Background: an optimization exercise with open tools, aiming at small area, a short achievable clock period and few clock cycles. Do not read the settings as production practice.
Where RTL was checked, it was by simulation tests only, not by an equivalence proof against the original.
Power and IR drop assume default switching activity.

==> module draw_cmd_fifo, before the edit <==
module draw_cmd_fifo
#(
	parameter int SYM_ID_BITS = 4
) (
	input  logic                   i_clk,
	input  logic                   n_btn_rst,
	input  logic                   i_push,
	input  fb_pkg::pkt_word_t      i_pkt,
	input  logic [1:0]             i_width,
	input  logic [1:0]             i_height,
	output logic                   o_valid,
	output logic [SYM_ID_BITS-1:0] o_id,
	output logic [1:0]             o_left,
	output logic [1:0]             o_top,
	output logic [1:0]             o_width,
	output logic [1:0]             o_height
);
	logic on_grid;
	assign on_grid = (i_pkt.draw.left[COORD_BITS-1:2] == '0) &&
	                 (i_pkt.draw.top[COORD_BITS-1:2] == '0) &&
	                 (i_pkt.draw.top[1:0] != 2'd3);
	always_ff @(posedge i_clk or negedge n_btn_rst) begin
		if (!n_btn_rst) begin
			o_valid <= 1'b0;
		end else begin
			o_valid <= i_push && on_grid;
		end
	end
	always_ff @(posedge i_clk) begin
		o_id     <= i_pkt.draw.sym_id[SYM_ID_BITS-1:0];
		o_left   <= i_pkt.draw.left[1:0];
		o_top    <= i_pkt.draw.top[1:0];
		o_width  <= i_width;
		o_height <= i_height;
	end
endmodule
==> module framebuf_manager, before the edit <==
module framebuf_manager
#(
	parameter int SYM_ID_BITS = 4,
	parameter int H_UNITS = 4,
	parameter int V_UNITS = 3
) (
	input  logic                  i_clk,
	input  logic                  n_btn_rst,
	input  logic                  i_sym_mode,
	input  logic                  i_pkt_valid,
	input  fb_pkg::pkt_word_t     i_pkt,
	input  logic                  i_frame_end,
	input  logic                  i_draw_en,
	input  logic [COORD_BITS-1:0] i_sx,
	input  logic [COORD_BITS-1:0] i_sy,
	output logic [COLOR_BITS-1:0] o_color_r,
	output logic [COLOR_BITS-1:0] o_color_g,
	output logic [COLOR_BITS-1:0] o_color_b,
	output logic                  o_cmd_full,
	output logic                  o_draw_idle
);
	localparam int NUM_UNITS = H_UNITS * V_UNITS;
	logic                       prog_we;
	logic                       draw_we;
	logic [1:0]                 sym_width;
	logic [1:0]                 sym_height;
	logic                       cmd_valid;
	logic [SYM_ID_BITS-1:0]     cmd_id;
	logic [1:0]                 cmd_left;
	logic [1:0]                 cmd_top;
	logic [1:0]                 cmd_width;
	logic [1:0]                 cmd_height;
	logic [NUM_UNITS-1:0]       wr_mask;
	logic [NUM_UNITS-1:0]       clear_mask;
	logic [1:0]                 rd_col;
	logic [1:0]                 rd_row;
	logic [SYM_ID_BITS-1:0]     rd_id;
	logic [SYM_ID_BITS-1:0]     color_id;
	logic [COLOR_WORD_BITS-1:0] color_word;
	assign prog_we = i_pkt_valid && !i_sym_mode;
	assign draw_we = i_pkt_valid && i_sym_mode;
	assign o_cmd_full  = 1'b0;
	assign o_draw_idle = 1'b1;
	attr_tables #(.SYM_ID_BITS(SYM_ID_BITS)) u_attr (
		.i_clk(i_clk), .i_prog_we(prog_we), .i_pkt(i_pkt),
		.i_dim_id(i_pkt.draw.sym_id[SYM_ID_BITS-1:0]), .i_color_id(color_id),
		.o_width(sym_width), .o_height(sym_height), .o_color(color_word)
	);
	draw_cmd_fifo #(.SYM_ID_BITS(SYM_ID_BITS)) u_fifo (
		.i_clk(i_clk), .n_btn_rst(n_btn_rst), .i_push(draw_we), .i_pkt(i_pkt),
		.i_width(sym_width), .i_height(sym_height),
		.o_valid(cmd_valid), .o_id(cmd_id), .o_left(cmd_left), .o_top(cmd_top),
		.o_width(cmd_width), .o_height(cmd_height)
	);
	sym_rasterizer #(.H_UNITS(H_UNITS), .V_UNITS(V_UNITS)) u_rast (
		.i_valid(cmd_valid), .i_left(cmd_left), .i_top(cmd_top),
		.i_width(cmd_width), .i_height(cmd_height), .o_wr_mask(wr_mask)
	);
	page_store #(.SYM_ID_BITS(SYM_ID_BITS), .H_UNITS(H_UNITS), .V_UNITS(V_UNITS)) u_pages (
		.i_clk(i_clk), .n_btn_rst(n_btn_rst), .i_flip(i_frame_end), .i_wr_mask(wr_mask), .i_wr_id(cmd_id),
		.i_rd_col(rd_col), .i_rd_row(rd_row), .i_clear_mask(clear_mask), .o_rd_id(rd_id)
	);
	pixel_colorer #(.SYM_ID_BITS(SYM_ID_BITS), .H_UNITS(H_UNITS), .V_UNITS(V_UNITS)) u_colorer (
		.i_clk(i_clk), .n_btn_rst(n_btn_rst), .i_draw_en(i_draw_en),
		.i_sx(i_sx), .i_sy(i_sy), .i_rd_id(rd_id), .i_color(color_word),
		.o_rd_col(rd_col), .o_rd_row(rd_row), .o_clear_mask(clear_mask),
		.o_color_id(color_id),
		.o_color_r(o_color_r), .o_color_g(o_color_g), .o_color_b(o_color_b)
	);
endmodule
export LEC_CHECK = 0
export CAP_MARGIN = 20
export CORE_MARGIN = 2
export CORE_UTILIZATION = 60
export CTS_BUF_LIST = sky130_fd_sc_hd__clkbuf_16
export CTS_CLUSTER_DIAMETER = 100
export CTS_CLUSTER_SIZE = 30
export SETUP_SLACK_MARGIN = 3.85
export SLEW_MARGIN = 20
create_clock -name core_clock -period 6.0 [get_ports {i_clk}]
standard.sh (not shown) runs the stock make flow with config.mk's settings and CLKGATE_MAP_FILE= SYNTH_SCRIPT=/design/flow/synth_recipe.tcl, a recipe that flattens the netlist after the stock synthesis.
==> flow/flow/run.sh <==
#!/bin/bash
# The standard layout (the standard.sh, unchanged synthesis and steps),
# with every input and output port buffered by a plain buf_2 instead of the
# cell buffer_ports picks by default. All tool output goes to flow.log
set -o pipefail
bash standard.sh "BUFFER_PORTS_ARGS=-buffer_cell sky130_fd_sc_hd__buf_2" finish > flow.log 2>&1
The baseline ran to the end with no violations.
Testbench counts at the start, summed over its fixed seeds: cycles 1,536.
Rerun with:
--- a/flow/design.v
+++ b/flow/design.v
@@ -75,20 +75,16 @@
 	parameter int SYM_ID_BITS = 4
 ) (
 	input  logic                   i_clk,
 	input  logic                   n_btn_rst,
 	input  logic                   i_push,
 	input  fb_pkg::pkt_word_t      i_pkt,
-	input  logic [1:0]             i_width,
-	input  logic [1:0]             i_height,
 	output logic                   o_valid,
 	output logic [SYM_ID_BITS-1:0] o_id,
 	output logic [1:0]             o_left,
-	output logic [1:0]             o_top,
-	output logic [1:0]             o_width,
-	output logic [1:0]             o_height
+	output logic [1:0]             o_top
 );
 	logic on_grid;
 	assign on_grid = (i_pkt.draw.left[COORD_BITS-1:2] == '0) &&
 	                 (i_pkt.draw.top[COORD_BITS-1:2] == '0) &&
 	                 (i_pkt.draw.top[1:0] != 2'd3);
 	always_ff @(posedge i_clk or negedge n_btn_rst) begin
@@ -99,14 +95,12 @@
 		end
 	end
 	always_ff @(posedge i_clk) begin
 		o_id     <= i_pkt.draw.sym_id[SYM_ID_BITS-1:0];
 		o_left   <= i_pkt.draw.left[1:0];
 		o_top    <= i_pkt.draw.top[1:0];
-		o_width  <= i_width;
-		o_height <= i_height;
 	end
 endmodule
 `timescale 1ns/1ps
 module sym_rasterizer
 #(
 	parameter int H_UNITS = 4,
@@ -282,14 +276,12 @@
 	logic [1:0]                 sym_width;
 	logic [1:0]                 sym_height;
 	logic                       cmd_valid;
 	logic [SYM_ID_BITS-1:0]     cmd_id;
 	logic [1:0]                 cmd_left;
 	logic [1:0]                 cmd_top;
-	logic [1:0]                 cmd_width;
-	logic [1:0]                 cmd_height;
 	logic [NUM_UNITS-1:0]       wr_mask;
 	logic [NUM_UNITS-1:0]       clear_mask;
 	logic [1:0]                 rd_col;
 	logic [1:0]                 rd_row;
 	logic [SYM_ID_BITS-1:0]     rd_id;
 	logic [SYM_ID_BITS-1:0]     color_id;
@@ -297,24 +289,22 @@
 	assign prog_we = i_pkt_valid && !i_sym_mode;
 	assign draw_we = i_pkt_valid && i_sym_mode;
 	assign o_cmd_full  = 1'b0;
 	assign o_draw_idle = 1'b1;
 	attr_tables #(.SYM_ID_BITS(SYM_ID_BITS)) u_attr (
 		.i_clk(i_clk), .i_prog_we(prog_we), .i_pkt(i_pkt),
-		.i_dim_id(i_pkt.draw.sym_id[SYM_ID_BITS-1:0]), .i_color_id(color_id),
+		.i_dim_id(cmd_id), .i_color_id(color_id),
 		.o_width(sym_width), .o_height(sym_height), .o_color(color_word)
 	);
 	draw_cmd_fifo #(.SYM_ID_BITS(SYM_ID_BITS)) u_fifo (
 		.i_clk(i_clk), .n_btn_rst(n_btn_rst), .i_push(draw_we), .i_pkt(i_pkt),
-		.i_width(sym_width), .i_height(sym_height),
-		.o_valid(cmd_valid), .o_id(cmd_id), .o_left(cmd_left), .o_top(cmd_top),
-		.o_width(cmd_width), .o_height(cmd_height)
+		.o_valid(cmd_valid), .o_id(cmd_id), .o_left(cmd_left), .o_top(cmd_top)
 	);
 	sym_rasterizer #(.H_UNITS(H_UNITS), .V_UNITS(V_UNITS)) u_rast (
 		.i_valid(cmd_valid), .i_left(cmd_left), .i_top(cmd_top),
-		.i_width(cmd_width), .i_height(cmd_height), .o_wr_mask(wr_mask)
+		.i_width(sym_width), .i_height(sym_height), .o_wr_mask(wr_mask)
 	);
 	page_store #(.SYM_ID_BITS(SYM_ID_BITS), .H_UNITS(H_UNITS), .V_UNITS(V_UNITS)) u_pages (
 		.i_clk(i_clk), .n_btn_rst(n_btn_rst), .i_flip(i_frame_end), .i_wr_mask(wr_mask), .i_wr_id(cmd_id),
 		.i_rd_col(rd_col), .i_rd_row(rd_row), .i_clear_mask(clear_mask), .o_rd_id(rd_id)
 	);
 	pixel_colorer #(.SYM_ID_BITS(SYM_ID_BITS), .H_UNITS(H_UNITS), .V_UNITS(V_UNITS)) u_colorer (
Effect: The changed run completed with no timing, DRC or antenna violations; clock skew climbs by 0.021 ns; register-to-register slack loses 0.31 ns; combinational power drops by 7.5%; routed wire length climbs by 1.1%; fmax drops by 11%; sequential power hardly moves; area after synthesis is about the same; die area stays flat; final cell count drops by about 1.3%; clock-buffer cell count is unchanged.
Only the layout flow was run in the second run of this note; the RTL was not checked for function there.


framebuf_manager, a different RTL version from the one above (not shown whole).
Size: ~790 cells after synthesis, about 400 flip-flops, about 100 I/O pins, ~15000 um2 of cells after synthesis.
==> flow/config.mk <==
export PLATFORM = sky130hd
export DESIGN_NAME = framebuf_manager
export DESIGN_NICKNAME = framebuf_manager
export VERILOG_FILES = /design/flow/design.v
export SDC_FILE = /design/flow/constraint.sdc
export NUM_CORES = 4
export LEC_CHECK = 0
export CAP_MARGIN = 20
export CORE_MARGIN = 2
export CORE_UTILIZATION = 65
export CTS_BUF_LIST = sky130_fd_sc_hd__clkbuf_16
export CTS_CLUSTER_DIAMETER = 100
export CTS_CLUSTER_SIZE = 30
export PLACE_DENSITY = 0.7
export SETUP_SLACK_MARGIN = 3.85
export SLEW_MARGIN = 20
==> flow/constraint.sdc <==
create_clock -name core_clock -period 6.0 [get_ports {i_clk}]
set_input_delay 1.2000 -clock core_clock [delete_from_list [all_inputs] [get_ports {i_clk}]]
set_output_delay 1.2000 -clock core_clock [all_outputs]
set_load 0.01 [all_outputs]
Scripts as last shown in full above: flow/flow/run.sh
Next try:
--- a/flow/design.v
+++ b/flow/design.v
@@ -26,31 +26,27 @@
 import fb_pkg::*;
 module attr_tables
 #(
 	parameter int SYM_ID_BITS = 4
 ) (
 	input  logic                       i_clk,
-	input  logic                       n_btn_rst,
 	input  logic                       i_prog_we,
 	input  fb_pkg::pkt_word_t          i_pkt,
-	input  logic [SYM_ID_BITS-1:0]     i_last_id,
 	input  logic [SYM_ID_BITS-1:0]     i_dim_id,
 	input  logic [SYM_ID_BITS-1:0]     i_color_id,
 	output logic [1:0]                 o_width,
 	output logic [1:0]                 o_height,
 	output logic [COLOR_WORD_BITS-1:0] o_color
 );
 	localparam int NUM_SYMS = 1 << SYM_ID_BITS;
 	logic [COLOR_WORD_BITS-1:0] color_mem  [NUM_SYMS];
 	logic [1:0]                 width_mem  [NUM_SYMS];
 	logic [1:0]                 height_mem [NUM_SYMS];
-	logic [SYM_ID_BITS-1:0]     wr_id;
-	logic [1:0]                 wr_width;
-	logic [1:0]                 wr_height;
-	logic                       color_we;
-	logic [COLOR_WORD_BITS-1:0] color_wr;
+	logic [SYM_ID_BITS-1:0] wr_id;
+	logic [1:0]             wr_width;
+	logic [1:0]             wr_height;
 	assign wr_id = i_pkt.prog.sym_id[SYM_ID_BITS-1:0];
 	always_comb begin
 		wr_width  = i_pkt.prog.width[1:0];
 		if (i_pkt.prog.width[COORD_BITS-1:2] != '0) begin
 			wr_width = 2'd3;
 		end
@@ -58,34 +54,22 @@
 		if (i_pkt.prog.height[COORD_BITS-1:2] != '0 || i_pkt.prog.height[1:0] == 2'd3) begin
 			wr_height = 2'd2;
 		end
 	end
 	always_ff @(posedge i_clk) begin
 		if (i_prog_we) begin
+			color_mem[wr_id]  <= i_pkt.prog.color;
 			width_mem[wr_id]  <= wr_width;
 			height_mem[wr_id] <= wr_height;
 		end
 	end
-	always_ff @(posedge i_clk or negedge n_btn_rst) begin
-		if (!n_btn_rst) begin
-			color_we <= 1'b0;
-		end else begin
-			color_we <= i_prog_we;
-		end
-	end
-	always_ff @(posedge i_clk) begin
-		color_wr <= i_pkt.prog.color;
-	end
-	always_ff @(posedge i_clk) begin
-		if (color_we) begin
-			color_mem[i_last_id] <= color_wr;
-		end
-	end
 	assign o_width  = width_mem[i_dim_id];
 	assign o_height = height_mem[i_dim_id];
-	assign o_color = color_mem[i_color_id];
+	always_ff @(posedge i_clk) begin
+		o_color <= color_mem[i_color_id];
+	end
 endmodule
 `timescale 1ns/1ps
 import fb_pkg::*;
 module draw_cmd_fifo
 #(
 	parameter int SYM_ID_BITS = 4
@@ -234,25 +218,23 @@
 	output logic [COLOR_BITS-1:0]      o_color_b
 );
 	logic                   last_pix;
 	logic                   en_q1;
 	logic                   en_q2;
 	logic [SYM_ID_BITS-1:0] id_q1;
-	logic [SYM_ID_BITS-1:0] id_q2;
 	assign o_rd_col = i_sx[3:2];
 	assign o_rd_row = i_sy[3:2];
 	assign last_pix = i_draw_en && (i_sx[1:0] == 2'd3) && (i_sy[1:0] == 2'd3);
 	for (genvar u = 0; u < H_UNITS * V_UNITS; u++) begin : g_clr
 		assign o_clear_mask[u] = last_pix && (i_sx[3:2] == 2'(u % H_UNITS)) &&
 		                         (i_sy[3:2] == 2'(u / H_UNITS));
 	end
 	always_ff @(posedge i_clk) begin
 		id_q1 <= i_rd_id;
-		id_q2 <= id_q1;
 	end
-	assign o_color_id = id_q2;
+	assign o_color_id = id_q1;
 	always_ff @(posedge i_clk or negedge n_btn_rst) begin
 		if (!n_btn_rst) begin
 			en_q1 <= 1'b0;
 			en_q2 <= 1'b0;
 		end else begin
 			en_q1 <= i_draw_en;
@@ -314,14 +296,13 @@
 	logic [COLOR_WORD_BITS-1:0] color_word;
 	assign prog_we = i_pkt_valid && !i_sym_mode;
 	assign draw_we = i_pkt_valid && i_sym_mode;
 	assign o_cmd_full  = 1'b0;
 	assign o_draw_idle = 1'b1;
 	attr_tables #(.SYM_ID_BITS(SYM_ID_BITS)) u_attr (
-		.i_clk(i_clk), .n_btn_rst(n_btn_rst), .i_prog_we(prog_we), .i_pkt(i_pkt),
-		.i_last_id(cmd_id),
+		.i_clk(i_clk), .i_prog_we(prog_we), .i_pkt(i_pkt),
 		.i_dim_id(i_pkt.draw.sym_id[SYM_ID_BITS-1:0]), .i_color_id(color_id),
 		.o_width(sym_width), .o_height(sym_height), .o_color(color_word)
 	);
 	draw_cmd_fifo #(.SYM_ID_BITS(SYM_ID_BITS)) u_fifo (
 		.i_clk(i_clk), .n_btn_rst(n_btn_rst), .i_push(draw_we), .i_pkt(i_pkt),
 		.i_width(sym_width), .i_height(sym_height),
=> The changed run ran to the end with no violations; setup slack improves by 0.0057 ns; wire length is higher by 2.8%; sequential power is about the same; total power came out lower by 0.67%; synthesized area shrinks by 2.1%; sequential cell count falls by 5; cell count shrinks by 5.2%; design area barely changes; combinational power shrinks by 5.7%; die area decreases by 2.0%; sequential share of layout area fell by 0.69 points; maximum frequency stays flat; non-clock buffer count went up by 14.
Testbench counts after the change, summed over its fixed seeds: cycles 1,536.
Only the layout flow was run in the first run of this note; the RTL was not checked for function there.

afterwards: timing with drivers on the ports:
How much do the figures lean on ideal ports? The routed layouts below were timed once more, with nothing changed but the port constraints. Step 1 assumes that a clkbuf_16 drives the clock port and a buf_2 every other input. Step 2 also shifts input and output timing later by t, the mid clock arrival at the registers, as if the neighbouring blocks saw the same clock. Three values: ideal, step 1, step 2; two values: the first two.
| run | t (ns) | slack for setup (ns) | worst setup path at the end | worst slew at a driven data input, ns |
|---|---|---|---|---|
| the first run of note 1 | 0.555 | 3.831 / 3.784 / 3.326 | input to register | 0.07 |
| the second run of note 1 | 0.557 | 3.567 / 3.567 / 3.194 | input to register | 0.07 |
| the first run of note 2 | 0.553 | 3.828 / 3.778 / 3.334 | input to register | 0.05 |
| the second run of note 2 | 0.555 | 3.833 / 3.784 / 3.363 | input to register | 0.05 |
After both steps every run listed still meets setup and hold. The setup slack of the first run of note 1, which loses most, moves by -0.047 ns with the drivers and by -0.505 ns with both steps.
